This is an optimization exercise on Yosys and OpenROAD, whose aim is small area, a short achievable clock period and few clock cycles per item, not a production implementation.
Function was checked by simulation only, so behaviour that the tests miss may differ from the original.
No activity file was given, so power comes from the tool's default toggle rates.

### config.mk
export PLATFORM = sky130hd
export DESIGN_NAME = tau_top
export DESIGN_NICKNAME = tau_top
export VERILOG_FILES = /design/flow/design.v
export SDC_FILE = /design/flow/constraint.sdc
export NUM_CORES = 4
export LEC_CHECK = 0
export CAP_MARGIN = 80
export CORE_MARGIN = 2
export CORE_UTILIZATION = 60
export CTS_BUF_LIST = sky130_fd_sc_hd__clkbuf_8
export SLEW_MARGIN = 80
### constraint.sdc
create_clock -name core_clock -period 12.0 [get_ports {i_clk}]
set_input_delay 2.4000 -clock core_clock [delete_from_list [all_inputs] [get_ports {i_clk}]]
set_output_delay 2.4000 -clock core_clock [all_outputs]
set_load 0.01 [all_outputs]
### design.v
module tau_top (
	input  logic        i_clk,
	input  logic        i_rst_n,
	input  logic        i_wb_cyc,
	input  logic        i_wb_stb,
	input  logic        i_wb_we,
	input  logic [3:0]  i_wb_adr,
	input  logic [31:0] i_wb_dat,
	output logic        o_wb_ack,
	output logic [31:0] o_wb_dat,
	input  logic        i_req_rdy,
	input  logic [69:0] i_req,
	output logic        o_req_ack,
	output logic        o_addr_rdy,
	output logic [18:0] o_addr,
	input  logic        i_addr_ack
);
	function automatic logic [31:0] csa(input logic [15:0] a, input logic [15:0] b, input logic [15:0] c);
		logic [15:0] s;
		logic [15:0] y;
		s = a ^ b ^ c;
		y = (a & b) | (a & c) | (b & c);
		csa = {y[14:0], 1'b0, s};
	endfunction
	logic [3:0][15:0] base0;
	logic [3:0][15:0] base1;
	logic [3:0][15:0] pitch;
	logic [3:0][13:0] bstr;
	logic [3:0][13:0] astr;
	logic        wb_hit;
	logic        ack_r;
	logic [31:0] wdat;
	logic [31:0] rd_word;
	logic [31:0] rd_dat_r;
	assign wb_hit = i_wb_cyc && i_wb_stb && !ack_r;
	assign wdat   = i_wb_dat & {32{i_rst_n}};
	for (genvar e = 0; e < 4; e++) begin : g_tab
		logic [3:0] wen;
		for (genvar w = 0; w < 4; w++) begin : g_w
			assign wen[w] = !i_rst_n || (wb_hit && i_wb_we && i_wb_adr == 4'(e * 4 + w));
		end
		always_ff @(posedge i_clk) begin
			if (wen[0]) begin
				base0[e] <= wdat[15:0];
				base1[e] <= wdat[31:16];
			end
			if (wen[1]) pitch[e] <= wdat[15:0];
			if (wen[2]) bstr[e]  <= wdat[13:0];
			if (wen[3]) astr[e]  <= wdat[13:0];
		end
	end
	always_comb begin
		case (i_wb_adr[1:0])
			2'd0:    rd_word = {base1[i_wb_adr[3:2]], base0[i_wb_adr[3:2]]};
			2'd1:    rd_word = {16'd0, pitch[i_wb_adr[3:2]]};
			2'd2:    rd_word = {18'd0, bstr[i_wb_adr[3:2]]};
			default: rd_word = {18'd0, astr[i_wb_adr[3:2]]};
		endcase
	end
	always_ff @(posedge i_clk) begin
		if (!i_rst_n) ack_r <= 1'b0;
		else          ack_r <= wb_hit;
	end
	always_ff @(posedge i_clk) rd_dat_r <= rd_word;
	assign o_wb_ack = ack_r;
	assign o_wb_dat = rd_dat_r;
	logic        adv;        
	logic        kv;         
	logic        ov;         
	logic        o_free;
	logic        rv;
	logic [63:0] r_ofs;      
	logic [1:0]  r_id;
	logic [1:0]  r_last_id;
	logic [27:0] ctl_r;      
	logic        r_last;
	logic        free;
	logic [3:0][27:0] ctl_tab;
	for (genvar e = 0; e < 4; e++) begin : g_ctl
		assign ctl_tab[e] = {bstr[e], astr[e]};
	end
	assign adv    = !kv;
	assign r_last = r_id == r_last_id;
	assign free   = !rv || (adv && r_last);
	assign o_req_ack = free;
	always_ff @(posedge i_clk) begin
		if (!i_rst_n) rv <= 1'b0;
		else if (free) rv <= i_req_rdy;
	end
	always_ff @(posedge i_clk) begin
		if (free) begin
			r_ofs     <= i_req[69:6];
			r_last_id <= 2'(i_req[2:0] - 3'd1);
			r_id      <= i_req[4:3];
			ctl_r     <= ctl_tab[i_req[4:3]];
		end else if (adv) begin
			r_id      <= r_id + 2'd1;
			ctl_r     <= ctl_tab[r_id + 2'd1];
		end
	end
	logic [1:0][12:0][15:0] d_l0;
	logic [1:0][8:0][15:0]  d_l1;
	logic [1:0][5:0][15:0]  d_l2;
	logic [1:0][3:0][15:0]  d_l3;
	logic [1:0][2:0][15:0]  d_l4;
	logic [1:0][1:0][15:0]  d_l5;
	always_comb begin
		logic [15:0] sh;
		logic [6:0]  fld;
		for (int k = 0; k < 4; k++) begin
			fld = ctl_r[7*k +: 7];
			sh  = r_ofs[16*k +: 16] << fld[2:0];
			for (int j = 0; j < 3; j++) begin
				for (int d = 0; d < 2; d++) begin
					d_l0[d][3*k + j] = (sh << j) & {16{fld[3 + j] && (fld[6] == 1'(d))}};
				end
			end
		end
		d_l0[0][12] = base0[r_id];
		d_l0[1][12] = base1[r_id];
		for (int d = 0; d < 2; d++) begin
			for (int g = 0; g < 4; g++) {d_l1[d][2*g+1], d_l1[d][2*g]} = csa(d_l0[d][3*g], d_l0[d][3*g+1], d_l0[d][3*g+2]);
			d_l1[d][8] = d_l0[d][12];
			for (int g = 0; g < 3; g++) {d_l2[d][2*g+1], d_l2[d][2*g]} = csa(d_l1[d][3*g], d_l1[d][3*g+1], d_l1[d][3*g+2]);
			for (int g = 0; g < 2; g++) {d_l3[d][2*g+1], d_l3[d][2*g]} = csa(d_l2[d][3*g], d_l2[d][3*g+1], d_l2[d][3*g+2]);
			{d_l4[d][1], d_l4[d][0]} = csa(d_l3[d][0], d_l3[d][1], d_l3[d][2]);
			d_l4[d][2] = d_l3[d][3];
			{d_l5[d][1], d_l5[d][0]} = csa(d_l4[d][0], d_l4[d][1], d_l4[d][2]);
		end
	end
	logic                   s1_v;
	logic [1:0]             s1_id;
	logic [1:0][1:0][15:0]  s1_m;    
	always_ff @(posedge i_clk) begin
		if (!i_rst_n) s1_v <= 1'b0;
		else if (adv) s1_v <= rv;
	end
	always_ff @(posedge i_clk) begin
		if (adv) begin
			s1_id <= r_id;
			s1_m  <= d_l5;
		end
	end
	logic [15:0]            m1;
	logic [15:0]            pit;
	logic [17:0][15:0]      p_l0;
	logic [11:0][15:0]      p_l1;
	logic [7:0][15:0]       p_l2;
	logic [5:0][15:0]       p_l3;
	assign m1  = s1_m[1][0] + s1_m[1][1];
	assign pit = pitch[s1_id];
	always_comb begin
		for (int j = 0; j < 16; j++) begin
			p_l0[j] = (m1 << j) & {16{pit[j]}};
		end
		p_l0[16] = s1_m[0][0];
		p_l0[17] = s1_m[0][1];
		for (int g = 0; g < 6; g++) {p_l1[2*g+1], p_l1[2*g]} = csa(p_l0[3*g], p_l0[3*g+1], p_l0[3*g+2]);
		for (int g = 0; g < 4; g++) {p_l2[2*g+1], p_l2[2*g]} = csa(p_l1[3*g], p_l1[3*g+1], p_l1[3*g+2]);
		for (int g = 0; g < 2; g++) {p_l3[2*g+1], p_l3[2*g]} = csa(p_l2[3*g], p_l2[3*g+1], p_l2[3*g+2]);
		p_l3[4] = p_l2[6];
		p_l3[5] = p_l2[7];
	end
	logic              s2_v;
	logic [1:0]        s2_id;
	logic [5:0][15:0]  s2_r;
	always_ff @(posedge i_clk) begin
		if (!i_rst_n) s2_v <= 1'b0;
		else if (adv) s2_v <= s1_v;
	end
	always_ff @(posedge i_clk) begin
		if (adv) begin
			s2_id <= s1_id;
			s2_r  <= p_l3;
		end
	end
	logic [3:0][15:0] q_l1;
	logic [2:0][15:0] q_l2;
	logic [1:0][15:0] q_l3;
	logic [17:0]      item;
	logic [17:0]      o_r;
	logic [17:0]      k_r;
	always_comb begin
		for (int g = 0; g < 2; g++) {q_l1[2*g+1], q_l1[2*g]} = csa(s2_r[3*g], s2_r[3*g+1], s2_r[3*g+2]);
		{q_l2[1], q_l2[0]} = csa(q_l1[0], q_l1[1], q_l1[2]);
		q_l2[2] = q_l1[3];
		{q_l3[1], q_l3[0]} = csa(q_l2[0], q_l2[1], q_l2[2]);
	end
	assign item   = {q_l3[0] + q_l3[1], s2_id};
	assign o_free = !ov || i_addr_ack;
	always_ff @(posedge i_clk) begin
		if (!i_rst_n) begin
			ov <= 1'b0;
			kv <= 1'b0;
		end else if (o_free) begin
			ov <= kv || (adv && s2_v);
			kv <= 1'b0;
		end else if (adv && s2_v) begin
			kv <= 1'b1;
		end
	end
	always_ff @(posedge i_clk) begin
		if (o_free) o_r <= kv ? k_r : item;
		if (adv)    k_r <= item;
	end
	assign o_addr_rdy = ov;
	assign o_addr     = {o_r[17:2], 1'b0, o_r[1:0]};
endmodule
### run.sh
#!/bin/bash
# synth_recipe.tcl (not shown) runs the flow's synth.tcl, then flattens the netlist and writes it again
# the make line also repeats each setting of config.mk as NAME=value (left out here)
make -C /OpenROAD-flow-scripts/flow DESIGN_CONFIG=/design/flow/config.mk WORK_HOME=/design/flow/orfs CLKGATE_MAP_FILE= SYNTH_SCRIPT=/design/flow/synth_recipe.tcl finish
==> key figures, run 1 <==
Run status
  • Result of the run: no timing/DRC/antenna violations

CTS
  • Clk slew on worst S/H paths: approximately 0.060 ns
  • Clock sink count: about 600
  • H-tree levels: 3
  • Post-cts gate resize count: 0
  • Largest buffer count on any clock path: 3
  • CTS tree: done
  • Post-CTS repair timing setup buffer count: 0
  • Clock tree root buffer cell: sky130_fd_sc_hd__clkbuf_8
  • Clock latency on the worst-skew pair: 0.77 ns
  • Hold buffer count at CTS: 0
  • Number of buffers added by the clock tree synthesis step: 99

Drt
  • Post-detailed-route via-to-cell ratio: 5.821
  • DRC violation total after the first TritonRoute iteration: 2036
  • Final routed DRC violation total: 0
  • Via total after detailed routing: around 26000
  • Post-detailed-route count of antenna-violating nets: 0
  • Number of detailed-routing iterations run before antenna repair: 6
  • WL per Instance: between 20 and 25 um
  • Detailed-route wire length: 105000 um

Synthesis
  • Netlist cell types: 60
  • Cell type contributing the most total cell area after synthesis: sky130_fd_sc_hd__edfxtp_1
  • Post-synth ARST share: 0%
  • Net Count, Synth: about 3700
  • Top cell types by occurrence after synthesis: sky130_fd_sc_hd__edfxtp_1, sky130_fd_sc_hd__fa_1, sky130_fd_sc_hd__inv_1
  • Number of enable-type register cells in the synthesized netlist: 553
  • Post-Syn Instances: 3078
  • Number of synthesized register bits: 609
  • Synth warnings: 1
  • Cell with the most instances after synthesis: sky130_fd_sc_hd__edfxtp_1
  • Commonest register cell after synthesis: sky130_fd_sc_hd__edfxtp_1
  • Top cells by area in the synthesized netlist: sky130_fd_sc_hd__edfxtp_1, sky130_fd_sc_hd__fa_1, sky130_fd_sc_hd__mux4_2, sky130_fd_sc_hd__mux2i_1, sky130_fd_sc_hd__ha_1
  • Sequential cell area fraction in the yosys report: 44.60%
  • Combined area of all synthesized cells: approximately 40000 um^2
  • Share of the synthesized area in the top cell type: approximately two fifths
  • Post-Synthesis Mean Instance Area: 12.91 um^2

Setup path
  • Worst-path cell with the longest stage delay: sky130_fd_sc_hd__fa_1
  • Maximum fanout along the worst path: 6
  • Data arrival time at the worst-slack endpoint: slightly below 7 ns
  • Worst path cell trace: clkdlybuf4s18_2 > buf_1 > buf_2 > clkdlybuf4s15_2 > buf_2 > inv_2 > mux2_2 > o21a_1 > or2_1 > fa_1 > fa_1 > inv_1 > fa_1 > fa_1 > xnor2_1 > xnor2_2 > xnor2_2 > xnor2_1 > xnor2_1 > xnor2_2 > xnor2_2 > clkdlybuf4s15_2
  • Critical path type: reg -> reg
  • RR Endpoint: s1_m[15]$_DFFE_PN_
  • Reg2Reg Depth: 22
  • CP max stage delay: between 0.5 and 0.6 ns
  • Flop-to-flop setup slack: 5.58 ns
  • Launch instance of the worst register-to-register path: ctl_r[14]$_DFFE_PP_
  • Category of the worst setup path capture point: flop
  • Critical Path RT: 12.46 ns
  • Startpoint class of the critical path: flop

Die
  • Die span in y: 261.4 um
  • Area of the die: 68320 um^2
  • Area of the core: around 66000 um^2
  • Die width: 261.4 um
  • Cell row count: 94
  • Number of placed I/O pins: 167
  • Initial standard-cell utilization of the core: between 60% and 70%

Global routing
  • Grt total ovfl: 0
  • Aggregate global-route resource usage: 31.53%
  • Largest net degree at the start of global routing: 64
  • First-pass GRT wire length: 157200 um
  • Vias in the first global route: 26640
  • Antenna violations before repair: 3

Pwr
  • Total power divided by cell area: 327.2 nW/um^2
  • Leakage power total: 19.09 nW
  • Max IR drop VDD: 372.9 uV
  • Power Total: 15.70 mW

Final layout
  • Design Area, Final: around 48000 um^2
  • Final layout net count: 4059
  • Share of the core filled with cells: 73.11%
  • Share of final-layout standard cells stronger than drive strength 1: 21.97%
  • Non-filler instance count after layout: roughly 4400
  • Synthesis-to-finish area growth: 20.72%

Timing
  • Number of failing hold endpoints at the final stage: 0
  • Post-route setup TNS: 0 ns
  • Number of failing setup endpoints in the final timing report: 0
  • Final Worst Setup Slack: between 5 and 6 ns
  • Fin crit period: 6.417 ns
  • Ratio of final minimum period to clock period: 53.47%
  • F_max: roughly 160 MHz
  • Hold slack: 0.4161 ns
  • Worst-case clock skew: 0.06195 ns
  • Number of pins with negative max-slew slack in the final report: 0
  • Unrepaired setup endpoints after global routing: no

Flow run
  • Number of max-cap violations: 0

Place
  • Hpwl dp: 83670 um
  • Port Buf Inserts: 163
  • Number of instances in the placed design: 4203
  • Area after detailed placement: around 46000 um^2
  • Final Wtd Congestion: between 0.9 and 1
  • Pre-CTS setup slack: 5.640 ns

Worst hold path
  • End point of the most critical hold path: s2_r[65]$_DFFE_PN_
  • Launch point of the worst hold path: s1_m[1]$_DFFE_PN_
  • Cells on Worst Hold Path: 0
  • Hold crit path type: reg -> reg
-- where the power goes --
group | switching [mW] | total (mW) | leakage [nW] | internal [mW]
Clock | 0.877 | 1.83 | 1.17 | 0.952
Combinational | 5.70 | 10.2 | 11.8 | 4.55
Sequential | 0.214 | 3.63 | 6.11 | 3.41
-- metal layers --
layer	wire length (um)	track usage, %	vias to the layer above
li1	-	-	11250
met1	39290	40.61	13080
met2	51390	51.29	1037
met3	8914	7.133	232
met4	5433	14.96	0
met5	0	0	-
-- cells by family (layout without fill, tap and decap cells) --
group | Yosys count | after routing | synth area share [%]
simple gates | 787 | 787 | 8.824
flops | 609 | 609 | 44.60
buf+inv | 504 | 954 | 4.776
fa+ha+maj | 502 | 502 | 23.24
mux | 333 | 333 | 12.50
compound gates | 245 | 245 | 3.768
xor+xnor | 97 | 97 | 2.276
other cells | 1 | 5 | 0.009435
-- layout by cell type, fill, tap and decap left out, types with 24 or more instances in the layout --
cell type                           n
sky130_fd_sc_hd__a21oi_1           50
sky130_fd_sc_hd__and2_1            91
sky130_fd_sc_hd__buf_2            120
sky130_fd_sc_hd__buf_4             24
sky130_fd_sc_hd__clkbuf_8         112
sky130_fd_sc_hd__clkdlybuf4s50_1  159
sky130_fd_sc_hd__dfxtp_1           55
sky130_fd_sc_hd__edfxtp_1         553
sky130_fd_sc_hd__fa_1             389
sky130_fd_sc_hd__ha_1             106
sky130_fd_sc_hd__inv_1            384
sky130_fd_sc_hd__mux2_2            33
sky130_fd_sc_hd__mux2i_1          115
sky130_fd_sc_hd__mux2i_4           45
sky130_fd_sc_hd__mux4_2           121
sky130_fd_sc_hd__nand2_1          312
sky130_fd_sc_hd__nor2_1           236
sky130_fd_sc_hd__nor2b_1           27
sky130_fd_sc_hd__o21ai_1           29
sky130_fd_sc_hd__o21ai_4           26
sky130_fd_sc_hd__xnor2_1           59
-- how the worst max path moves through the flow --
stage	from	to	slack (ns)	cells after the start
floorplan	i_wb_adr[2]	base0[48]$_DFFE_PP_	5.88	6
global placement	i_wb_adr[3]	base0[51]$_DFFE_PP_	5.91	5
detailed placement	ctl_r[14]$_DFFE_PP_	s1_m[15]$_DFFE_PN_	5.64	22
CTS	ctl_r[14]$_DFFE_PP_	s1_m[15]$_DFFE_PN_	5.63	22
global route	ctl_r[14]$_DFFE_PP_	s1_m[15]$_DFFE_PN_	5.31	22
finish	ctl_r[14]$_DFFE_PP_	s1_m[15]$_DFFE_PN_	5.58	22
-- sequential cells by signal, summed over array words and instances, names as in the netlist --
| register | count |
|---|---|
| s2_id | 2 |
| astr | 56 |
| rd_dat_r | 32 |
| s2_r | 71 |
| s1_m | 60 |
| base1 | 64 |
| pitch | 64 |
| s2_v | 1 |
| s1_id | 2 |
| kv | 1 |
| ov | 1 |
| ack_r | 1 |
| r_id | 2 |
| base0 | 64 |
| s1_v | 1 |
| r_ofs | 64 |
| r_last_id | 2 |
| k_r | 18 |
| bstr | 56 |
| rv | 1 |
| ctl_r | 28 |
| o_r | 18 |
-- worst max-delay path: cells and delay by family (launching register included) --
family	cells	cell delay [ns]
adders and majority gates	4	1.97
AOI/OAI and AO/OA	1	0.26
DFF	1	0.41
and+or+nand+nor	1	0.26
xor gates and xnor gates	7	1.32
muxes	1	0.37
buffers and inverters	8	1.56
-- area by class of cell --
type / count / area, um^2
diodes: 4 / 10.01
clock buffers: 111 / 1528
clock inverters: 74 / 505.5
fillers: 4324 / 17650
inverters: 357 / 1373
multi-input cells: 1965 / 21840
flip-flops and latches: 609 / 17730
well taps: 864 / 1081
repair buffers: 412 / 3911
Testbench counts, summed over its fixed seeds: cycles 4,182, items 4,150.
==> run 2, diff against run 1 <==
--- a/config.mk
+++ b/config.mk
@@ -8,5 +8,4 @@
 export CAP_MARGIN = 80
 export CORE_MARGIN = 2
-export CORE_UTILIZATION = 60
-export CTS_BUF_LIST = sky130_fd_sc_hd__clkbuf_8
+export CORE_UTILIZATION = 40
 export SLEW_MARGIN = 80
==> run 2 against run 1 <==
Clock skew shrank 0.037 ns; count of clock-buffer cells in the layout shrank 18; non-clock buffer count shrank 14; sequential cell count is the same; final area grew 1.4%; clock power grew about 20%; setup slack gained 0.56 ns; maximum frequency grew 9.5%; area after synthesis is the same; hold slack gained 0.011 ns.
==> key figures, run 2 <==
Run status
  • Result of the run: no timing/DRC/antenna violations

Synthesis
  • Number of synthesized register bits: 609
  • Sequential cell area fraction in the yosys report: 44.60%
  • Cell type contributing the most total cell area after synthesis: sky130_fd_sc_hd__edfxtp_1
  • Synth warnings: 1
  • Top cells by area in the synthesized netlist: sky130_fd_sc_hd__edfxtp_1, sky130_fd_sc_hd__fa_1, sky130_fd_sc_hd__mux4_2, sky130_fd_sc_hd__mux2i_1, sky130_fd_sc_hd__ha_1
  • Commonest register cell after synthesis: sky130_fd_sc_hd__edfxtp_1
  • Cell with the most instances after synthesis: sky130_fd_sc_hd__edfxtp_1
  • Combined area of all synthesized cells: 39750 um^2
  • Top cell types by occurrence after synthesis: sky130_fd_sc_hd__edfxtp_1, sky130_fd_sc_hd__fa_1, sky130_fd_sc_hd__inv_1
  • Post-synth ARST share: 0%
  • Share of the synthesized area in the top cell type: 41.78%
  • Post-Syn Instances: 3078
  • Number of enable-type register cells in the synthesized netlist: 553
  • Net Count, Synth: 3693
  • Post-Synthesis Mean Instance Area: 12.91 um^2
  • Netlist cell types: 60

Timing
  • Post-route setup TNS: 0 ns
  • Worst-case clock skew: 0.02479 ns
  • Ratio of final minimum period to clock period: 48.85%
  • Final Worst Setup Slack: about 6 ns
  • Unrepaired setup endpoints after global routing: no
  • F_max: 170.6 MHz
  • Number of failing hold endpoints at the final stage: 0
  • Fin crit period: about 5.9 ns
  • Number of failing setup endpoints in the final timing report: 0
  • Number of pins with negative max-slew slack in the final report: 0

Drt
  • Post-detailed-route via-to-cell ratio: 5.243
  • Number of detailed-routing iterations run before antenna repair: 5
  • WL per Instance: 22.05 um
  • Via total after detailed routing: between 20000 and 25000
  • Detailed-route wire length: 104600 um
  • Final routed DRC violation total: 0
  • DRC violation total after the first TritonRoute iteration: around 2000
  • Post-detailed-route count of antenna-violating nets: 0

Final layout
  • Leading cell type in the layout, fill and taps excluded: sky130_fd_sc_hd__edfxtp_1
  • Share of final-layout standard cells stronger than drive strength 1: 20.80%
  • Non-filler instance count after layout: about 4700
  • Max FFs per register: 71
  • Final layout net count: 4016
  • Most flop-heavy register: s2_r
  • Share of the core filled with cells: between 40% and 50%
  • Synthesis-to-finish area growth: 22.40%
  • Multi-input gate area in the final layout: 21800 um^2
  • Top library cells by usage in the layout, fill and taps aside: sky130_fd_sc_hd__edfxtp_1, sky130_fd_sc_hd__fa_1, sky130_fd_sc_hd__inv_1
  • Filler instances: 8572
  • Register area: 17730 um^2

Setup path
  • Critical path type: reg -> reg
  • Destination of the critical timing path: s2_r[15]$_DFFE_PN_
  • Worst path cell trace: ha_1 > a211o_1 > a211o_1 > a21o_1 > a41o_1 > or3_1 > a21oi_2 > xnor2_2 > nand2_1 > fa_1 > inv_1 > fa_1 > xnor2_2 > xnor2_4 > xnor2_1 > xnor2_1 > xnor2_2 > xnor2_1 > xnor3_1 > xor3_1
  • Startpoint class of the critical path: flop
  • Worst-path cell with the longest stage delay: sky130_fd_sc_hd__fa_1
  • Data arrival time at the worst-slack endpoint: 6.25 ns
  • Maximum fanout along the worst path: 3
  • Launch instance of the worst register-to-register path: s1_m[35]$_DFFE_PN_
  • Setup crit start: s1_m[35]$_DFFE_PN_
  • RR Endpoint: s2_r[15]$_DFFE_PN_
  • Reg2Reg Depth: 20
  • CP max stage delay: 0.51 ns
  • Critical Path RT: 12.39 ns
  • Flop-to-flop setup slack: 6.14 ns
  • Category of the worst setup path capture point: flop

Global routing
  • First-pass GRT wire length: 159600 um
  • Vias in the first global route: approximately 26000
  • Grt total ovfl: 0
  • Largest net degree at the start of global routing: 60
  • Antenna violations before repair: 0
  • Aggregate global-route resource usage: around a fifth

CTS
  • Clk slew on worst S/H paths: 0.07 ns
  • Hold buffer count at CTS: 0
  • CTS tree: done
  • Post-CTS repair timing setup buffer count: 0
  • Number of buffers added by the clock tree synthesis step: 70
  • H-tree levels: 3
  • Post-cts gate resize count: 0
  • Largest buffer count on any clock path: 3
  • Clock latency on the worst-skew pair: 0.65 ns
  • Clock sink count: 609
  • Clock tree root buffer cell: sky130_fd_sc_hd__clkbuf_16

Die
  • Cell row count: 115
  • Area of the core: 98420 um^2
  • Die width: ~320 um
  • Area of the die: about 100000 um^2
  • Initial standard-cell utilization of the core: 40.38%
  • Die span in y: 319.2 um
  • Number of placed I/O pins: 167

Pwr
  • Power Total: 15.61 mW
  • Total power divided by cell area: 320.8 nW/um^2
  • Leakage power total: 18.96 nW
  • Max IR drop VDD: 266.0 uV

Place
  • Port Buf Inserts: 163
  • Pre-CTS setup slack: 6.161 ns
  • Final Wtd Congestion: 0.9155
  • Hpwl dp: slightly above 80000 um
  • Number of instances in the placed design: about 4600

Flow run
  • Number of max-cap violations: 0

Worst hold path
  • Hold crit path type: reg -> reg
[run 2: cell counts after synthesis]
No cell type changed its count.
[run 2: worst min-delay path by stage]
stage / cells past startpoint / to / start / slack [ns]
after floorplan: 0 / s2_r[64]$_DFFE_PN_ / s1_m[0]$_DFFE_PN_ / 0.40
after global placement: 0 / s2_r[65]$_DFFE_PN_ / s1_m[1]$_DFFE_PN_ / 0.43
after detailed placement: 0 / s2_r[65]$_DFFE_PN_ / s1_m[1]$_DFFE_PN_ / 0.41
after CTS: 0 / s2_r[65]$_DFFE_PN_ / s1_m[1]$_DFFE_PN_ / 0.43
after global routing: 0 / s2_r[65]$_DFFE_PN_ / s1_m[1]$_DFFE_PN_ / 0.43
final: 0 / s2_r[65]$_DFFE_PN_ / s1_m[1]$_DFFE_PN_ / 0.43
[run 2: stage by stage]
| stage | area (um^2) | hold WS [ns] |
|---|---|---|
| floorplan | 39750 | 0.4003 |
| global placement | 42820 | 0.4295 |
| detailed placement | 46020 | 0.4143 |
| CTS | 48390 | 0.4300 |
| global route | 48640 | 0.4327 |
| finish | 48650 | 0.4276 |
[run 2: layout make-up]
type                    count  share of cell area [%]
clock inverters            34                  0.8590
multi-input cells        1965                   44.80
flip-flops and latches    609                   36.44
diodes                      3                 0.01543
well taps                1287                   3.310
clock buffers              93                   4.007
repair buffers            398                   7.746
inverters                 357                   2.821
[run 2: where the power goes]
part	switching, mW	internal [mW]	leakage (nW)
logic	5.41	4.38	11.7
registers	0.213	3.41	6.11
clock network	0.904	1.29	1.14
total	6.53	9.08	19.0
[run 2: layer usage]
layer / global-route usage, % / vias up / wire length (um) / part of all wire (%)
met4: 8.050 / 0 / 4001 / 3.8
met1: 26.52 / 12720 / 40900 / 39
met2: 36.36 / 836 / 53620 / 51
li1: - / 11160 / - / -
met5: 0 / - / 0 / 0
met3: 2.985 / 169 / 6107 / 5.8
[run 2: critical path, delay by kind of cell (launching register included)]
family / cells / cell delay [ns]
buffers and inverters: 1 / 0.05
adders and majority gates: 3 / 1.24
DFF: 1 / 0.43
and+or+nand+nor: 2 / 0.46
xor gates and xnor gates: 9 / 2.03
AOI/OAI and AO/OA: 5 / 1.42
[run 2: cell families (layout without fill, tap and decap cells)]
| family | after synthesis | count (layout) | synth area share, % |
|---|---|---|---|
| and+or+nand+nor | 787 | 787 | 8.824 |
| DFF | 609 | 609 | 44.60 |
| buffers and inverters | 504 | 882 | 4.776 |
| adders and majority gates | 502 | 502 | 23.24 |
| muxes | 333 | 333 | 12.50 |
| AOI/OAI and AO/OA | 245 | 245 | 3.768 |
| xor gates and xnor gates | 97 | 97 | 2.276 |
| other | 1 | 4 | 0.009435 |
==> run 3, diff against run 2 <==
--- a/config.mk
+++ b/config.mk
@@ -6,6 +6,7 @@
 export NUM_CORES = 4
 export LEC_CHECK = 0
-export CAP_MARGIN = 80
+export CAP_MARGIN = 20
 export CORE_MARGIN = 2
 export CORE_UTILIZATION = 40
-export SLEW_MARGIN = 80
+export CTS_BUF_LIST = sky130_fd_sc_hd__clkbuf_4
+export SLEW_MARGIN = 20
==> run 3 against run 2 <==
Routed wire length shrank 1.1%; sequential cell count is the same; hold slack improved by 0.0052 ns; sequential share of layout area rose by 2.9 points; total power is 7.1% lower; non-clock buffer count down 198; die area unchanged; largest power group unchanged; critical endpoint unchanged; clock power is 11% lower.
==> key figures, run 3 <==
Worst hold path
  • Cells on Worst Hold Path: 0
  • End point of the most critical hold path: s2_r[65]$_DFFE_PN_
  • Hold crit path type: reg -> reg
  • Launch point of the worst hold path: s1_m[1]$_DFFE_PN_

Setup path
  • Data arrival time at the worst-slack endpoint: 6.92 ns
  • Critical Path RT: 12.80 ns
  • Startpoint class of the critical path: flop
  • RR Endpoint: s2_r[15]$_DFFE_PN_
  • Maximum fanout along the worst path: 6
  • Flop-to-flop setup slack: 5.88 ns
  • Critical path type: reg -> reg
  • Reg2Reg Depth: 19
  • Category of the worst setup path capture point: flop
  • Launch instance of the worst register-to-register path: s1_m[34]$_DFFE_PN_

Final layout
  • Synthesis-to-finish area growth: 13.42%
  • Leading cell type in the layout, fill and taps excluded: sky130_fd_sc_hd__edfxtp_1
  • Register area: 17730 um^2
  • Most flop-heavy register: s2_r
  • Design Area, Final: 45080 um^2
  • Final layout net count: 3915
  • Max FFs per register: 71
  • Share of final-layout standard cells stronger than drive strength 1: 14.34%
  • Top library cells by usage in the layout, fill and taps aside: sky130_fd_sc_hd__edfxtp_1, sky130_fd_sc_hd__fa_1, sky130_fd_sc_hd__inv_1
  • Multi-input gate area in the final layout: 20240 um^2
  • Share of the core filled with cells: 45.80%
  • Filler instances: 9125

Pwr
  • P_int: 8.301 mW
  • Combinational fraction of design power: 61.0%
  • Switching share of power: 42.75%
  • Total power divided by cell area: between 300 and 400 nW/um^2
  • Max IR drop VDD: 276.8 uV
  • Net switching component of the power: 6.198 mW
  • Register share of total power: 25.5%
  • Leakage power total: 17.81 nW
  • Part of the power in the clock network: a little over an eighth

CTS
  • H-tree levels: 4
  • Post-CTS repair timing setup buffer count: 0
  • Clock latency on the worst-skew pair: 1.10 ns
  • Number of buffers added by the clock tree synthesis step: 167
  • CTS tree: done
  • Post-cts gate resize count: 0
  • Hold buffer count at CTS: 0
  • Clock sink count: 609
  • Largest buffer count on any clock path: 3
  • Clock tree root buffer cell: sky130_fd_sc_hd__clkbuf_4
  • Clk slew on worst S/H paths: 0.06 ns

Timing
  • Number of failing hold endpoints at the final stage: 0
  • Ratio of final minimum period to clock period: 51.03%
  • F_max: 163.3 MHz
  • Number of failing setup endpoints in the final timing report: 0
  • Fin crit period: between 6 and 7 ns
  • Unrepaired setup endpoints after global routing: no
  • Relative max-transition margin: 24.67%
  • Number of pins with negative max-slew slack in the final report: 0
  • Post-route setup TNS: 0 ns
  • Worst-case clock skew: 0.07450 ns
  • Pin slew with the least headroom to its limit: 1.126 ns

Synthesis
  • Cell with the most instances after synthesis: sky130_fd_sc_hd__edfxtp_1
  • Post-synth ARST share: 0%
  • Combined area of all synthesized cells: 39750 um^2
  • Synth warnings: 1
  • Net Count, Synth: 3693
  • Post-Synthesis Mean Instance Area: ~13 um^2
  • Cell type contributing the most total cell area after synthesis: sky130_fd_sc_hd__edfxtp_1
  • Number of enable-type register cells in the synthesized netlist: between 500 and 600
  • Top cells by area in the synthesized netlist: sky130_fd_sc_hd__edfxtp_1, sky130_fd_sc_hd__fa_1, sky130_fd_sc_hd__mux4_2, sky130_fd_sc_hd__mux2i_1, sky130_fd_sc_hd__ha_1
  • Share of the synthesized area in the top cell type: 41.78%
  • Top cell types by occurrence after synthesis: sky130_fd_sc_hd__edfxtp_1, sky130_fd_sc_hd__fa_1, sky130_fd_sc_hd__inv_1
  • Commonest register cell after synthesis: sky130_fd_sc_hd__edfxtp_1
  • Number of synthesized register bits: 609
  • Sequential cell area fraction in the yosys report: 44.60%
  • Post-Syn Instances: 3078
  • Netlist cell types: 60

Global routing
  • Largest net degree at the start of global routing: 84
  • Aggregate global-route resource usage: 20.79%
  • Grt total ovfl: 0
  • Antenna violations before repair: 2
  • First-pass GRT wire length: 157500 um
  • Vias in the first global route: 26070

Die
  • Number of placed I/O pins: 167
  • Die span in y: 319.2 um
  • Area of the core: 98420 um^2
  • Initial standard-cell utilization of the core: between 40% and 50%
  • Die width: 319.2 um
  • Cell row count: about 120
  • Area of the die: 101900 um^2

Place
  • Final Wtd Congestion: 0.9155
  • Hpwl dp: 77670 um
  • Port Buf Inserts: 163
  • Area after detailed placement: ~43000 um^2

Drt
  • Detailed-route wire length: 103500 um
  • Post-detailed-route via-to-cell ratio: around 5.2
  • DRC violation total after the first TritonRoute iteration: about 1900
  • Final routed DRC violation total: 0
  • Post-detailed-route count of antenna-violating nets: 0
  • WL per Instance: 21.91 um
  • Number of detailed-routing iterations run before antenna repair: 5
  • Via total after detailed routing: 24570

Run status
  • Result of the run: no timing/DRC/antenna violations

Flow run
  • Number of max-cap violations: 0
==> run 3: cell counts after synthesis <==
No cell type changed its count.
==> run 3: final cells by class <==
type                       count  share of cell area, %
tap                         1287                  3.572
inverter                     357                  2.984
clock inverter                62                 0.9742
multi-input combinational   1965                  44.90
timing repair buffer         200                  4.241
sequential                   609                  39.33
clock buffer                 239                  3.980
antenna                        4                0.02220
==> run 3: logic make-up (layout without fill, tap and decap cells) <==
group / count (synthesis) / count (layout) / synth area share, %
AO/OA/AOI/OAI: 245 / 245 / 3.768
XOR/XNOR: 97 / 97 / 2.276
adder cells (fa/ha/maj): 502 / 502 / 23.24
buffers and inverters: 504 / 858 / 4.776
flip-flops: 609 / 609 / 44.60
multiplexers: 333 / 333 / 12.50
other: 1 / 5 / 0.009435
AND/OR/NAND/NOR: 787 / 787 / 8.824
==> run 3: how the worst max path moves through the flow <==
stage	startpoint	endpoint	slack [ns]
after global routing	s1_m[34]$_DFFE_PN_	s2_r[15]$_DFFE_PN_	5.51
after CTS	s1_m[34]$_DFFE_PN_	s2_r[15]$_DFFE_PN_	5.90
after floorplan	i_wb_adr[2]	base0[48]$_DFFE_PP_	5.88
after detailed placement	s1_m[34]$_DFFE_PN_	s2_r[15]$_DFFE_PN_	5.93
after global placement	s1_m[34]$_DFFE_PN_	s2_r[15]$_DFFE_PN_	6.01
final	s1_m[34]$_DFFE_PN_	s2_r[15]$_DFFE_PN_	5.88
==> run 3: critical path, stage by stage (launching register included) <==
cell and delay (ns):
sky130_fd_sc_hd__edfxtp_1 0.36, sky130_fd_sc_hd__ha_1 0.25, sky130_fd_sc_hd__fa_1 0.44, sky130_fd_sc_hd__a211oi_1 0.40
sky130_fd_sc_hd__o21ai_1 0.18, sky130_fd_sc_hd__a211oi_1 0.37, sky130_fd_sc_hd__nor2_1 0.11, sky130_fd_sc_hd__xnor2_1 0.59
sky130_fd_sc_hd__nand2_1 0.16, sky130_fd_sc_hd__fa_1 0.53, sky130_fd_sc_hd__inv_1 0.05, sky130_fd_sc_hd__fa_1 0.43
sky130_fd_sc_hd__xnor2_1 0.39, sky130_fd_sc_hd__xnor2_4 0.16, sky130_fd_sc_hd__xnor2_1 0.09, sky130_fd_sc_hd__xnor2_1 0.25
sky130_fd_sc_hd__xnor2_2 0.15, sky130_fd_sc_hd__xnor2_1 0.14, sky130_fd_sc_hd__xnor3_1 0.44, sky130_fd_sc_hd__xor3_1 0.36
==> run 3: per-layer routing <==
layer | GRT usage, % | wire length, um | vias up
li1 | - | - | 11040
met1 | 26.04 | 41090 | 12570
met4 | 8.092 | 3522 | 0
met5 | 0 | 0 | -
met2 | 35.55 | 52620 | 791
met3 | 4.033 | 6255 | 166
==> run 3: through the flow <==
step / power [mW] / std cells / worst slack [ns] / hold WS [ns]
final: 14.50 / 4723 / 5.876 / 0.4329
after global routing: 15.98 / 4721 / 5.506 / 0.4311
after CTS: 14.72 / 4719 / 5.899 / 0.4325
after detailed placement: 12.70 / 4418 / 5.930 / 0.4152
after global placement: 12.52 / 4418 / 6.008 / 0.4295
after floorplan: 9.942 / 3078 / 5.883 / 0.4003
==> run 3: power by group through the flow <==
stage | Sequential [mW] | Combinational [mW] | Clock [mW]
2_1_floorplan | 3.60 | 6.34 | 0
3_3_place_gp | 3.73 | 8.79 | 0
3_5_place_dp | 3.75 | 8.96 | 0
4_1_cts | 3.70 | 9.00 | 2.02
5_1_grt | 3.75 | 10.1 | 2.12
6_report | 3.70 | 8.85 | 1.96
==> run 4, diff against run 3 <==
--- a/config.mk
+++ b/config.mk
@@ -9,4 +9,3 @@
 export CORE_MARGIN = 2
 export CORE_UTILIZATION = 40
-export CTS_BUF_LIST = sky130_fd_sc_hd__clkbuf_4
 export SLEW_MARGIN = 20
==> run 4 against run 3 <==
Maximum frequency shrank 0.24%; first-iteration DRC count shrank 2.6%; sequential cell count is the same; non-clock buffer count is the same; critical path depth is the same; critical path type unchanged.
==> key figures, run 4 <==
Run status
  • Result of the run: no timing/DRC/antenna violations

Timing
  • Number of failing hold endpoints at the final stage: 0
  • Fin crit period: between 6 and 7 ns
  • Pin slew with the least headroom to its limit: 1.129 ns
  • Post-route setup TNS: 0 ns
  • Number of pins with negative max-slew slack in the final report: 0
  • Final Worst Setup Slack: 5.861 ns
  • Unrepaired setup endpoints after global routing: no
  • Relative max-transition margin: roughly 25%
  • Worst-case clock skew: 0.02589 ns
  • Ratio of final minimum period to clock period: 51.15%
  • Number of failing setup endpoints in the final timing report: 0
  • Hold slack: 0.4292 ns
  • F_max: ~160 MHz

Setup path
  • Startpoint class of the critical path: flop
  • Most repeated library cell on the critical path: sky130_fd_sc_hd__xnor2_1
  • CP max stage delay: 0.60 ns
  • Category of the worst setup path capture point: flop
  • Critical path type: reg -> reg
  • Reg2Reg Depth: 19
  • Flop-to-flop setup slack: 5.86 ns
  • CP Buf/Inv Count: 1
  • Launch instance of the worst register-to-register path: s1_m[34]$_DFFE_PN_
  • Top delay family on crit path: XOR/XNOR gates
  • Worst path cell trace: ha_1 > fa_1 > a211oi_1 > o21ai_1 > a211oi_1 > nor2_1 > xnor2_1 > nand2_1 > fa_1 > inv_1 > fa_1 > xnor2_1 > xnor2_4 > xnor2_1 > xnor2_1 > xnor2_2 > xnor2_1 > xnor3_1 > xor3_1
  • Setup crit start: s1_m[34]$_DFFE_PN_
  • Data arrival time at the worst-slack endpoint: ~6.5 ns
  • RR Endpoint: s2_r[15]$_DFFE_PN_
  • Worst-path cell with the longest stage delay: sky130_fd_sc_hd__xnor2_1
  • Maximum fanout along the worst path: 6
  • Critical Path RT: 12.38 ns

Synthesis
  • Netlist cell types: 60
  • Share of the synthesized area in the top cell type: 41.78%
  • Cell with the most instances after synthesis: sky130_fd_sc_hd__edfxtp_1
  • Number of enable-type register cells in the synthesized netlist: 553
  • Number of synthesized register bits: 609
  • Cell type contributing the most total cell area after synthesis: sky130_fd_sc_hd__edfxtp_1
  • Sequential cell area fraction in the yosys report: 44.60%
  • Post-synth ARST share: 0%
  • Post-Syn Instances: 3078
  • Post-Synthesis Mean Instance Area: 12.91 um^2
  • Top cells by area in the synthesized netlist: sky130_fd_sc_hd__edfxtp_1, sky130_fd_sc_hd__fa_1, sky130_fd_sc_hd__mux4_2, sky130_fd_sc_hd__mux2i_1, sky130_fd_sc_hd__ha_1
  • Net Count, Synth: 3693
  • Top cell types by occurrence after synthesis: sky130_fd_sc_hd__edfxtp_1, sky130_fd_sc_hd__fa_1, sky130_fd_sc_hd__inv_1
  • Synth warnings: 1
  • Commonest register cell after synthesis: sky130_fd_sc_hd__edfxtp_1
  • Combined area of all synthesized cells: approximately 40000 um^2

Final layout
  • Most flop-heavy register: s2_r
  • Synthesis-to-finish area growth: 14.16%
  • Top library cells by usage in the layout, fill and taps aside: sky130_fd_sc_hd__edfxtp_1, sky130_fd_sc_hd__fa_1, sky130_fd_sc_hd__inv_1
  • Leading cell type in the layout, fill and taps excluded: sky130_fd_sc_hd__edfxtp_1
  • Non-filler instance count after layout: 4553
  • Final layout net count: 3820
  • Share of final-layout standard cells stronger than drive strength 1: 10.66%
  • Max FFs per register: 71

Worst hold path
  • Hold crit path type: reg -> reg
  • End point of the most critical hold path: s2_r[65]$_DFFE_PN_
  • Cells on Worst Hold Path: 0
  • Launch point of the worst hold path: s1_m[1]$_DFFE_PN_

CTS
  • CTS tree: done
  • Clock sink count: 609
  • Largest buffer count on any clock path: 3
  • Clk slew on worst S/H paths: 0.06 ns
  • Post-CTS repair timing setup buffer count: 0
  • Hold buffer count at CTS: 0
  • Clock tree root buffer cell: sky130_fd_sc_hd__clkbuf_16
  • Clock latency on the worst-skew pair: 0.65 ns
  • H-tree levels: 3
  • Number of buffers added by the clock tree synthesis step: between 70 and 80
  • Post-cts gate resize count: 0

Drt
  • Detailed-route wire length: ~100000 um
  • Via total after detailed routing: 23950
  • Post-detailed-route count of antenna-violating nets: 0
  • WL per Instance: 22.57 um
  • Number of detailed-routing iterations run before antenna repair: 6
  • Final routed DRC violation total: 0
  • Post-detailed-route via-to-cell ratio: 5.260
  • DRC violation total after the first TritonRoute iteration: approximately 1800

Die
  • Number of placed I/O pins: between 150 and 200
  • Die width: 319.2 um
  • Cell row count: 115
  • Die span in y: 319.2 um
  • Area of the die: 101900 um^2
  • Area of the core: 98420 um^2
  • Initial standard-cell utilization of the core: between 40% and 50%

Place
  • Number of instances in the placed design: 4418
  • Hpwl dp: between 70000 and 80000 um
  • Final Wtd Congestion: 0.9155
  • Port Buf Inserts: roughly 160
  • Pre-CTS setup slack: 5.930 ns

Global routing
  • Grt total ovfl: 0
  • Largest net degree at the start of global routing: 84
  • Aggregate global-route resource usage: a little over 20%
  • Antenna violations before repair: 1
  • Vias in the first global route: 25340
  • First-pass GRT wire length: 156200 um

Pwr
  • P_int: approximately 8.6 mW
  • Net switching component of the power: 6.215 mW
  • Part of the power in the clock network: 15.5%
  • Combinational fraction of design power: about three fifths
  • Leakage power total: 17.73 nW
  • Max IR drop VDD: 270.3 uV
  • Total power divided by cell area: 327.4 nW/um^2
  • Register share of total power: 24.9%
  • Switching share of power: about two fifths

Flow run
  • Number of max-cap violations: 0
-- run 4: changes by cell type in the layout (fill, tap and decap cells not counted), moves of 2 or more --
cell,before,now
sky130_fd_sc_hd__inv_2,2,0
sky130_fd_sc_hd__clkinv_4,1,5
sky130_fd_sc_hd__clkbuf_1,0,10
sky130_fd_sc_hd__diode_2,4,1
sky130_fd_sc_hd__clkbuf_8,0,7
sky130_fd_sc_hd__clkbuf_16,0,76
sky130_fd_sc_hd__clkinvlp_4,2,6
sky130_fd_sc_hd__bufinv_16,6,8
sky130_fd_sc_hd__clkbuf_4,239,0
sky130_fd_sc_hd__clkinv_1,36,3
-- run 4: cell families after synthesis --
family                   synth area share, %
AO/OA/AOI/OAI                          3.768
AND/OR/NAND/NOR                        8.824
other                               0.009435
multiplexers                           12.50
adder cells (fa/ha/maj)                23.24
buffers and inverters                  4.776
XOR/XNOR                               2.276
flip-flops                             44.60
-- run 4: per-layer routing --
metal	up-vias	GRT usage [%]	wire length, um
met1	12280	26.11	40760
li1	10750	-	-
met3	155	3.639	6383
met5	-	0	13
met4	2	6.457	3168
met2	756	35.81	52430
-- run 4: layout make-up --
class / instances / area, um^2
Timing Repair Buffer: 200 / 1912
Clock inverter: 41 / 501.7
Fill cell: 8964 / 53040
Tap cell: 1287 / 1610
Sequential cell: 609 / 17730
Antenna cell: 1 / 2.502
Multi-Input combinational cell: 1965 / 20240
Inverter: 357 / 1345
Clock buffer: 93 / 2036
-- run 4: how the worst max path moves through the flow --
stage	to	slack (ns)	depth (start not counted)
floorplan	base0[48]$_DFFE_PP_	5.88	6
global placement	s2_r[15]$_DFFE_PN_	6.01	21
detailed placement	s2_r[15]$_DFFE_PN_	5.93	19
CTS	s2_r[15]$_DFFE_PN_	5.90	21
global route	s2_r[15]$_DFFE_PN_	5.50	19
finish	s2_r[15]$_DFFE_PN_	5.86	19
-- run 4: power by group through the flow --
stage,Clock (mW),Combinational (mW),Sequential (mW)
2_1_floorplan,0,6.34,3.60
4_1_cts,2.35,9.01,3.70
3_5_place_dp,0,8.96,3.75
5_1_grt,2.43,10.1,3.75
3_3_place_gp,0,8.79,3.73
6_report,2.31,8.85,3.70
-- run 4: metrics by stage --
stage | instance area [um^2] | utilization, % | total power, mW
2_1_floorplan | 39750 | - | 9.942
3_3_place_gp | 42820 | 43.51 | 12.52
3_5_place_dp | 42820 | 43.51 | 12.70
4_1_cts | 45360 | 46.09 | 15.06
5_1_grt | 45370 | 46.10 | 16.30
6_report | 45370 | 46.10 | 14.86
-- run 4: worst register-to-register path: cells and delay by family, from the launching register on --
family          cells  cell delay [ns]
xor+xnor            9             2.55
fa+ha+maj           4             1.66
compound gates      3             0.98
flops               1             0.36
simple gates        2             0.28
buf+inv             1             0.05
==> run 5, diff against run 4 <==
--- a/config.mk
+++ b/config.mk
@@ -9,3 +9,5 @@
 export CORE_MARGIN = 2
 export CORE_UTILIZATION = 40
+export CTS_BUF_LIST = sky130_fd_sc_hd__clkbuf_8
+export CTS_CLUSTER_SIZE = 30
 export SLEW_MARGIN = 20
==> run 5 against run 4 <==
Synthesized cell count is the same; count of clock-buffer cells in the layout grew 29; final cell count grew 1.5%; via count grew 0.81%; setup slack gained 0.043 ns; global-route usage is essentially flat; final area shrank 0.49%; critical path depth is the same; routed wire length grew 0.32%.
==> key figures, run 5 <==
Synthesis
  • Combined area of all synthesized cells: 39750 um^2
  • Share of the synthesized area in the top cell type: 41.78%
  • Top cells by area in the synthesized netlist: sky130_fd_sc_hd__edfxtp_1, sky130_fd_sc_hd__fa_1, sky130_fd_sc_hd__mux4_2, sky130_fd_sc_hd__mux2i_1, sky130_fd_sc_hd__ha_1
  • Commonest register cell after synthesis: sky130_fd_sc_hd__edfxtp_1
  • Cell type contributing the most total cell area after synthesis: sky130_fd_sc_hd__edfxtp_1
  • Number of enable-type register cells in the synthesized netlist: 553
  • Number of synthesized register bits: 609
  • Post-Synthesis Mean Instance Area: approximately 13 um^2
  • Net Count, Synth: 3693
  • Sequential cell area fraction in the yosys report: 44.60%
  • Top cell types by occurrence after synthesis: sky130_fd_sc_hd__edfxtp_1, sky130_fd_sc_hd__fa_1, sky130_fd_sc_hd__inv_1
  • Netlist cell types: 60
  • Post-Syn Instances: 3078
  • Cell with the most instances after synthesis: sky130_fd_sc_hd__edfxtp_1
  • Synth warnings: 1
  • Post-synth ARST share: 0%

Timing
  • Worst-case clock skew: ~0.042 ns
  • Number of failing hold endpoints at the final stage: 0
  • Hold slack: 0.4291 ns
  • F_max: 164.0 MHz
  • Relative max-transition margin: 24.57%
  • Number of failing setup endpoints in the final timing report: 0
  • Final Worst Setup Slack: between 5 and 6 ns
  • Pin slew with the least headroom to its limit: 1.131 ns
  • Post-route setup TNS: 0 ns
  • Ratio of final minimum period to clock period: around half
  • Number of pins with negative max-slew slack in the final report: 0
  • Fin crit period: 6.096 ns
  • Unrepaired setup endpoints after global routing: no

Die
  • Area of the core: ~98000 um^2
  • Die width: 319.2 um
  • Initial standard-cell utilization of the core: 40.38%
  • Cell row count: 115
  • Number of placed I/O pins: 167
  • Area of the die: approximately 100000 um^2
  • Die span in y: roughly 320 um

CTS
  • Post-CTS repair timing setup buffer count: 0
  • CTS tree: done
  • Clock latency on the worst-skew pair: 0.77 ns
  • Clock sink count: 609
  • H-tree levels: 3
  • Largest buffer count on any clock path: 3
  • Clock tree root buffer cell: sky130_fd_sc_hd__clkbuf_8
  • Post-cts gate resize count: 0
  • Number of buffers added by the clock tree synthesis step: ~110
  • Hold buffer count at CTS: 0
  • Clk slew on worst S/H paths: 0.06 ns

Pwr
  • Leakage power total: roughly 18 nW
  • Total power divided by cell area: about 320 nW/um^2
  • Max IR drop VDD: 273.6 uV

Global routing
  • Grt total ovfl: 0
  • Aggregate global-route resource usage: ~21%
  • Largest net degree at the start of global routing: 84
  • First-pass GRT wire length: 156400 um
  • Antenna violations before repair: 2
  • Vias in the first global route: between 20000 and 30000

Final layout
  • Share of final-layout standard cells stronger than drive strength 1: 11.68%
  • Final layout net count: 3853
  • Most flop-heavy register: s2_r
  • Non-filler instance count after layout: 4622
  • Design Area, Final: 45150 um^2
  • Leading cell type in the layout, fill and taps excluded: sky130_fd_sc_hd__edfxtp_1
  • Max FFs per register: 71
  • Top library cells by usage in the layout, fill and taps aside: sky130_fd_sc_hd__edfxtp_1, sky130_fd_sc_hd__fa_1, sky130_fd_sc_hd__inv_1
  • Synthesis-to-finish area growth: 13.60%
  • Filler instances: between 9000 and 10000

Drt
  • Post-detailed-route via-to-cell ratio: 5.223
  • Final routed DRC violation total: 0
  • Via total after detailed routing: 24140
  • WL per Instance: between 20 and 25 um
  • Number of detailed-routing iterations run before antenna repair: 7
  • Detailed-route wire length: between 100000 and 150000 um
  • Post-detailed-route count of antenna-violating nets: 0
  • DRC violation total after the first TritonRoute iteration: between 1500 and 2000

Setup path
  • Category of the worst setup path capture point: flop
  • RR Endpoint: s2_r[15]$_DFFE_PN_
  • Maximum fanout along the worst path: 6
  • Critical path type: reg -> reg
  • Startpoint class of the critical path: flop
  • Setup crit start: s1_m[34]$_DFFE_PN_
  • Destination of the critical timing path: s2_r[15]$_DFFE_PN_
  • Reg2Reg Depth: 19
  • Launch instance of the worst register-to-register path: s1_m[34]$_DFFE_PN_
  • Flop-to-flop setup slack: 5.90 ns
  • Data arrival time at the worst-slack endpoint: 6.60 ns
  • Critical Path RT: 12.50 ns

Worst hold path
  • Hold crit path type: reg -> reg

Run status
  • Result of the run: no timing/DRC/antenna violations

Place
  • Area after detailed placement: roughly 43000 um^2
  • Pre-CTS setup slack: 5.930 ns
  • Hpwl dp: roughly 78000 um
  • Port Buf Inserts: 163
  • Final Wtd Congestion: around 0.92
  • Number of instances in the placed design: 4418

Flow run
  • Number of max-cap violations: 0
-- run 5: worst min path at each step --
stage | slack, ns | depth (start not counted) | to | start
finish | 0.43 | 0 | s2_r[65]$_DFFE_PN_ | s1_m[1]$_DFFE_PN_
global route | 0.44 | 0 | s2_r[64]$_DFFE_PN_ | s1_m[0]$_DFFE_PN_
CTS | 0.43 | 0 | s2_r[65]$_DFFE_PN_ | s1_m[1]$_DFFE_PN_
detailed placement | 0.42 | 0 | s2_r[65]$_DFFE_PN_ | s1_m[1]$_DFFE_PN_
global placement | 0.43 | 0 | s2_r[65]$_DFFE_PN_ | s1_m[1]$_DFFE_PN_
floorplan | 0.40 | 0 | s2_r[64]$_DFFE_PN_ | s1_m[0]$_DFFE_PN_
-- run 5: per-stage QoR --
step	power (mW)	utilization, %
floorplan	9.942	-
global placement	12.52	43.51
detailed placement	12.70	43.51
CTS	14.79	45.85
global route	16.03	45.87
finish	14.58	45.88
-- run 5: area by class of cell --
| cell class | instances | area (um^2) | share of cell area (%) |
|---|---|---|---|
| multi-input cells | 1965 | 20240 | 44.82 |
| diodes | 5 | 12.51 | 0.02771 |
| flip-flops and latches | 609 | 17730 | 39.26 |
| repair buffers | 200 | 1912 | 4.234 |
| clock inverters | 77 | 625.6 | 1.386 |
| inverters | 357 | 1345 | 2.979 |
| well taps | 1287 | 1610 | 3.566 |
| clock buffers | 122 | 1679 | 3.719 |
-- run 5: kinds of logic after synthesis --
kind of cell               after synthesis  share of synthesized area, %
buffers and inverters                  504                         4.776
DFF                                    609                         44.60
muxes                                  333                         12.50
and+or+nand+nor                        787                         8.824
AOI/OAI and AO/OA                      245                         3.768
xor gates and xnor gates                97                         2.276
other                                    1                      0.009435
adders and majority gates              502                         23.24
-- run 5: worst max-delay path, stage by stage, from the launching register on --
cell	delay (ns)
sky130_fd_sc_hd__edfxtp_1	0.37
sky130_fd_sc_hd__ha_1	0.25
sky130_fd_sc_hd__fa_1	0.44
sky130_fd_sc_hd__a211oi_1	0.41
sky130_fd_sc_hd__o21ai_1	0.18
sky130_fd_sc_hd__a211oi_1	0.36
sky130_fd_sc_hd__nor2_1	0.11
sky130_fd_sc_hd__xnor2_1	0.58
sky130_fd_sc_hd__nand2_1	0.17
sky130_fd_sc_hd__fa_1	0.53
sky130_fd_sc_hd__inv_1	0.06
sky130_fd_sc_hd__fa_1	0.43
sky130_fd_sc_hd__xnor2_1	0.38
sky130_fd_sc_hd__xnor2_4	0.16
sky130_fd_sc_hd__xnor2_1	0.09
sky130_fd_sc_hd__xnor2_1	0.25
sky130_fd_sc_hd__xnor2_2	0.15
sky130_fd_sc_hd__xnor2_1	0.14
sky130_fd_sc_hd__xnor3_1	0.43
sky130_fd_sc_hd__xor3_1	0.35
-- run 5: where the power goes --
| part | internal (mW) | total, mW | switching, mW |
|---|---|---|---|
| clock network | 1.13 | 2.03 | 0.899 |
| logic | 3.83 | 8.84 | 5.01 |
| registers | 3.42 | 3.70 | 0.285 |
| total | 8.38 | 14.6 | 6.20 |
-- run 5: layer usage --
layer | track usage (%) | share of wire, % | routed length (um) | vias up
met4 | 7.589 | 3.3 | 3418 | 2
met5 | 0 | 0.013 | 13 | -
met2 | 35.46 | 51 | 52420 | 702
li1 | - | - | - | 10820
met1 | 26.03 | 40 | 41040 | 12460
met3 | 3.613 | 6.0 | 6191 | 161

## afterwards: timing with drivers on the ports
How much do the figures lean on ideal ports? The routed layouts below were timed once more, with nothing changed but the port constraints. Step 1, drivers: a clkbuf_16 drives i_clk and a buf_2 each remaining input, both assumed. Step 2 adds t to the input delays and takes it off the output delays; t is the mean of the earliest and latest rising clock arrival at the registers after step 1. Input paths then give back, and output paths get back, about the clock's delay inside the block. Slacks: no drivers / after step 1 / after step 2; pairs: no drivers / after step 1.
| run | shift t [ns] | slack for setup (ns) | worst slew at a driven data input, ns |
|---|---|---|---|
| run 1 | 0.801 | 5.583 / 5.583 / 5.583 | 0.05 |
| run 2 | 0.701 | 6.139 / 6.139 / 6.139 | 0.05 |
| run 3 | 1.123 | 5.876 / 5.876 / 5.876 | 0.05 |
| run 4 | 0.701 | 5.861 / 5.861 / 5.861 | 0.05 |
| run 5 | 0.818 | 5.904 / 5.904 / 5.904 | 0.05 |
After both steps every run listed still meets setup and hold.
